This design comes from an exercise in tuning for small area on the open sky130 flow, not from production work.
Only simulation tests tie the RTL to the original design; equivalence was not proved.
Power is estimated from default activity; no workload was simulated.

==> flow/design.v (excerpt) <==
module prize_field (
	input  logic        clk,
	input  logic        resetN,
	input  logic [10:0] pixel_x,
	input  logic [10:0] pixel_y,
	input  logic [10:0] player_x,
	input  logic [10:0] player_y,
	input  logic        prize_hit,
	input  logic        block_hit,
	input  logic [3:0]  hit_edge,
	input  logic        level,
	input  logic        next_level,
	input  logic        player_alive,
	input  logic [9:0]  random_bits,
	output logic        draw,
	output logic [2:0]  prize_kind,
	output logic [10:0] tile_left,
	output logic [10:0] tile_top,
	output logic [1:0]  color_variant
);
	logic rl, nrl, lv, ld0, ld1;
	assign rl  = !resetN || next_level || !player_alive;
	assign nrl = !rl;
	assign lv  = resetN && level;
	assign ld0 = rl && !lv;
	assign ld1 = rl && lv;
	logic lvq;
	always_ff @(posedge clk) lvq <= rl ? lv : lvq;
	logic [9:0] q_col;
	logic [6:0] q_row;
	logic       q_hi;
	logic [6:0] take_row;
	logic [6:0] bump_row;
	always_comb begin
		for (int c = 0; c < 10; c++) q_col[c] = (player_x[9:6] == 4'(c));
		for (int r = 0; r < 7; r++) q_row[r] = (player_y[8:6] == 3'(r));
	end
	assign q_hi = !player_x[10] && (player_y[10:9] == 2'b00);
	assign take_row = {7{prize_hit && nrl && q_hi}} & q_row;
	assign bump_row = {7{block_hit && (hit_edge == 4'b0100) && !prize_hit && nrl && q_hi}} & q_row;
	logic take0_row2;
	assign take0_row2 = take_row[2] && !lvq;
	logic take0_row4;
	assign take0_row4 = take_row[4] && !lvq;
	logic take0_row6;
	assign take0_row6 = take_row[6] && !lvq;
	logic take1_row1;
	assign take1_row1 = take_row[1] && lvq;
	logic l1_0_0;
	always_ff @(posedge clk) l1_0_0 <= (l1_0_0 && nrl) || (bump_row[0] && q_col[0]);
	logic l1_0_1;
	always_ff @(posedge clk) l1_0_1 <= (l1_0_1 && nrl) || (bump_row[0] && q_col[1]);
	logic l1_0_2;
	always_ff @(posedge clk) l1_0_2 <= (l1_0_2 && nrl) || (bump_row[0] && q_col[2]);
	logic l1_0_3;
	always_ff @(posedge clk) l1_0_3 <= (l1_0_3 && nrl) || (bump_row[0] && q_col[3]);
	logic l1_0_4;
	always_ff @(posedge clk) l1_0_4 <= (l1_0_4 && nrl) || (bump_row[0] && q_col[4]);
	logic l1_0_5;
  ...
Settings: LEC_CHECK=0, CAP_MARGIN=10, CORE_MARGIN=2, CORE_UTILIZATION=55, GPL_TIMING_DRIVEN=0, SLEW_MARGIN=10; clock period 5.0 ns.
standard.sh (not shown) runs the stock make flow with config.mk's settings and CLKGATE_MAP_FILE= SYNTH_SCRIPT=/design/flow/synth_recipe.tcl, a recipe that flattens the netlist after the stock synthesis.
==> flow/flow/run.sh <==
#!/bin/bash
# The standard layout (standard.sh), with these changes:
#  - synthesis maps the logic with an area-oriented ABC script (synth.tcl,
#    area.abc); flip-flops are mapped as in the standard synthesis;
#  - buffers that synthesis would put on outputs are left out
#    (SYNTH_INSBUF=0), and the one tie cell drives every constant output;
#  - port buffers are buf_1;
#  - the clock tree uses clkbuf_8 and no dummy loads.
# Each make step's full log stays under orfs/logs/; the make output as a
# whole goes to make.log here.
set -euo pipefail
here=$(pwd)
# The platform's don't-use cells; very large cells that timing repair
# would otherwise pick for the one high-fanout net; and a22o, nor3 and nor4,
# so that the map's decoders come out as NAND-style gates, which need less
# upsizing in the layout. Given on the make command line, since ORFS re-runs
# make for each step without the environment's additions to this list.
dont_use="sky130_fd_sc_hd__probe_p_8 sky130_fd_sc_hd__probec_p_8 sky130_fd_sc_hd__lpflow_bleeder_1 sky130_fd_sc_hd__lpflow_clkbufkapwr_1 sky130_fd_sc_hd__lpflow_clkbufkapwr_16 sky130_fd_sc_hd__lpflow_clkbufkapwr_2 sky130_fd_sc_hd__lpflow_clkbufkapwr_4 sky130_fd_sc_hd__lpflow_clkbufkapwr_8 sky130_fd_sc_hd__lpflow_clkinvkapwr_1 sky130_fd_sc_hd__lpflow_clkinvkapwr_16 sky130_fd_sc_hd__lpflow_clkinvkapwr_2 sky130_fd_sc_hd__lpflow_clkinvkapwr_4 sky130_fd_sc_hd__lpflow_clkinvkapwr_8 sky130_fd_sc_hd__lpflow_decapkapwr_12 sky130_fd_sc_hd__lpflow_decapkapwr_3 sky130_fd_sc_hd__lpflow_decapkapwr_4 sky130_fd_sc_hd__lpflow_decapkapwr_6 sky130_fd_sc_hd__lpflow_decapkapwr_8 sky130_fd_sc_hd__lpflow_inputiso0n_1 sky130_fd_sc_hd__lpflow_inputiso0p_1 sky130_fd_sc_hd__lpflow_inputiso1n_1 sky130_fd_sc_hd__lpflow_inputiso1p_1 sky130_fd_sc_hd__lpflow_inputisolatch_1 sky130_fd_sc_hd__lpflow_isobufsrc_1 sky130_fd_sc_hd__lpflow_isobufsrc_16 sky130_fd_sc_hd__lpflow_isobufsrc_2 sky130_fd_sc_hd__lpflow_isobufsrc_4 sky130_fd_sc_hd__lpflow_isobufsrc_8 sky130_fd_sc_hd__lpflow_isobufsrckapwr_16 sky130_fd_sc_hd__lpflow_lsbuf_lh_hl_isowell_tap_1 sky130_fd_sc_hd__lpflow_lsbuf_lh_hl_isowell_tap_2 sky130_fd_sc_hd__lpflow_lsbuf_lh_hl_isowell_tap_4 sky130_fd_sc_hd__lpflow_lsbuf_lh_isowell_4 sky130_fd_sc_hd__lpflow_lsbuf_lh_isowell_tap_1 sky130_fd_sc_hd__lpflow_lsbuf_lh_isowell_tap_2 sky130_fd_sc_hd__lpflow_lsbuf_lh_isowell_tap_4 sky130_fd_sc_hd__buf_12 sky130_fd_sc_hd__buf_16 sky130_fd_sc_hd__buf_6 sky130_fd_sc_hd__buf_8 sky130_fd_sc_hd__bufbuf_16 sky130_fd_sc_hd__bufbuf_8 sky130_fd_sc_hd__bufinv_16 sky130_fd_sc_hd__bufinv_8 sky130_fd_sc_hd__clkbuf_16 sky130_fd_sc_hd__clkbuf_8 sky130_fd_sc_hd__clkinv_16 sky130_fd_sc_hd__clkinv_8 sky130_fd_sc_hd__ebufn_8 sky130_fd_sc_hd__einvn_8 sky130_fd_sc_hd__einvp_8 sky130_fd_sc_hd__inv_12 sky130_fd_sc_hd__inv_16 sky130_fd_sc_hd__inv_6 sky130_fd_sc_hd__inv_8 sky130_fd_sc_hd__mux2_8 sky130_fd_sc_hd__nand2_8 sky130_fd_sc_hd__nor2_8 sky130_fd_sc_hd__a22o_1 sky130_fd_sc_hd__a22o_2 sky130_fd_sc_hd__a22o_4 sky130_fd_sc_hd__nor3_1 sky130_fd_sc_hd__nor3_2 sky130_fd_sc_hd__nor3_4 sky130_fd_sc_hd__nor4_1 sky130_fd_sc_hd__nor4_2 sky130_fd_sc_hd__nor4_4"
export SYNTH_INSBUF=0
export AREA_ABC_SCRIPT=$here/flow/area.abc
export BUFFER_PORTS_ARGS="-buffer_cell sky130_fd_sc_hd__buf_1"
export CTS_ARGS="-sink_clustering_enable -repair_clock_nets -dont_use_dummy_load -buf_list {sky130_fd_sc_hd__clkbuf_8}"
bash standard.sh SYNTH_SCRIPT=$here/flow/synth.tcl SKIP_REPAIR_TIE_FANOUT=1 DONT_USE_CELLS="$dont_use" finish > make.log 2>&1
Other scripts of this flow, unchanged in this note and not shown: flow/flow/area.abc, flow/flow/synth.tcl
The baseline finished clean.
Edit:
--- a/flow/config.mk
+++ b/flow/config.mk
@@ -9,3 +9,3 @@
 export CORE_MARGIN = 2
-export CORE_UTILIZATION = 55
+export CORE_UTILIZATION = 65
 export GPL_TIMING_DRIVEN = 0
Effect:
- power fell slightly
- routed wire length went up slightly
- final cell count falls by a few percent
- cell area shrinks slightly
- synthesized cell count stays the same

---

prize_field, a different RTL version from the one above (not shown whole).
Size: about 660 cells after synthesis, ~120 flip-flops, about 5200 um^2 of cells after synthesis.
==> flow/config.mk <==
export PLATFORM = sky130hd
export DESIGN_NAME = prize_field
export DESIGN_NICKNAME = prize_field
export VERILOG_FILES = /design/flow/design.v
export SDC_FILE = /design/flow/constraint.sdc
export NUM_CORES = 4
export LEC_CHECK = 0
export ABC_AREA = 1
export CAP_MARGIN = 20
export CORE_MARGIN = 2
export CORE_UTILIZATION = 40
export SLEW_MARGIN = 20
==> flow/constraint.sdc <==
create_clock -name core_clock -period 5.0 [get_ports {clk}]
set_input_delay 1.0000 -clock core_clock [delete_from_list [all_inputs] [get_ports {clk}]]
set_output_delay 1.0000 -clock core_clock [all_outputs]
set_load 0.01 [all_outputs]
==> flow/flow/run.sh <==
#!/bin/bash
# Standard layout, with smaller port buffers and a clock tree of small
# buffers without dummy loads. Each make step's full log stays under
# orfs/logs/; the make output as a whole goes to make.log here.
set -euo pipefail
export BUFFER_PORTS_ARGS="-buffer_cell sky130_fd_sc_hd__buf_1"
export CTS_ARGS="-sink_clustering_enable -repair_clock_nets -dont_use_dummy_load -buf_list {sky130_fd_sc_hd__clkbuf_2 sky130_fd_sc_hd__clkbuf_4 sky130_fd_sc_hd__clkbuf_8}"
bash standard.sh > make.log 2>&1
The first run went through all stages and came out clean.
Edit:
==> flow/run.sh (new file) <==
#!/bin/bash
# synth_recipe.tcl (not shown) runs the flow's synth.tcl, then flattens the netlist and writes it again
# the make line also repeats each setting of config.mk as NAME=value (left out here)
make -C /OpenROAD-flow-scripts/flow DESIGN_CONFIG=/design/flow/config.mk WORK_HOME=/design/flow/orfs CLKGATE_MAP_FILE= SYNTH_SCRIPT=/design/flow/synth_recipe.tcl finish
--- a/flow/config.mk
+++ b/flow/config.mk
@@ -11,2 +11,3 @@
 export CORE_UTILIZATION = 40
+export CTS_BUF_LIST = sky130_fd_sc_hd__clkbuf_2 sky130_fd_sc_hd__clkbuf_4
 export SLEW_MARGIN = 20
removed: flow/flow/run.sh
removed: flow/standard.sh
- The changed run passed the timing, DRC and antenna checks
- global-route usage increases by 0.75 points
- core utilization increases by 4.4 points
- worst setup slack gains 58 ps
- sequential power barely changes
- wire length increases by about 2.2%
- power increases by about 4%
- final area increases by 9.3%
- area after synthesis is unchanged
- final cell count increases by about 4%
- register-to-register slack loses 130 ps
- worst hold slack gains 15 ps
Edit:
--- a/flow/config.mk
+++ b/flow/config.mk
@@ -7,3 +7,2 @@
 export LEC_CHECK = 0
-export ABC_AREA = 1
 export CAP_MARGIN = 20
@@ -11,3 +10,2 @@
 export CORE_UTILIZATION = 40
-export CTS_BUF_LIST = sky130_fd_sc_hd__clkbuf_2 sky130_fd_sc_hd__clkbuf_4
 export SLEW_MARGIN = 20
Result: Via count shrinks by a few percent. Clock skew shrinks by 15 ps. Power grows by a quarter to a third.

[what the ideal ports hide]
In the flow no input, the clock included, has a driving cell. The finished layouts below were timed again as built, in two steps.
Step 1 sets driving cells, clkbuf_16 on the clock port and buf_2 on the other inputs (assumed; they add their load-dependent delay and slew).
Step 2 times the ports against the registers' clock, not the clock port: input delays grow and output delays shrink by t, the midpoint of the rising clock arrivals with the driver on.
Three values: ideal, step 1, step 2; two values: the first two.
run	t, ns	setup slack, ns	worst setup path at the end
the first run of note 1	0.389	1.397 / 1.406 / 1.017	input to register
the second run of note 1	0.387	1.306 / 1.322 / 0.935	input to register
the first run of note 2	0.467	0.519 / 0.518 / 0.051	input to register
the second run of note 2	0.557	0.577 / 0.576 / 0.018	input to register
the third run of note 2	0.454	1.462 / 1.467 / 1.013	input to register
After both steps every run listed still meets setup and hold. The setup slack of the second run of note 2, which loses most, moves by -0.001 ns with the drivers and by -0.559 ns with both steps.
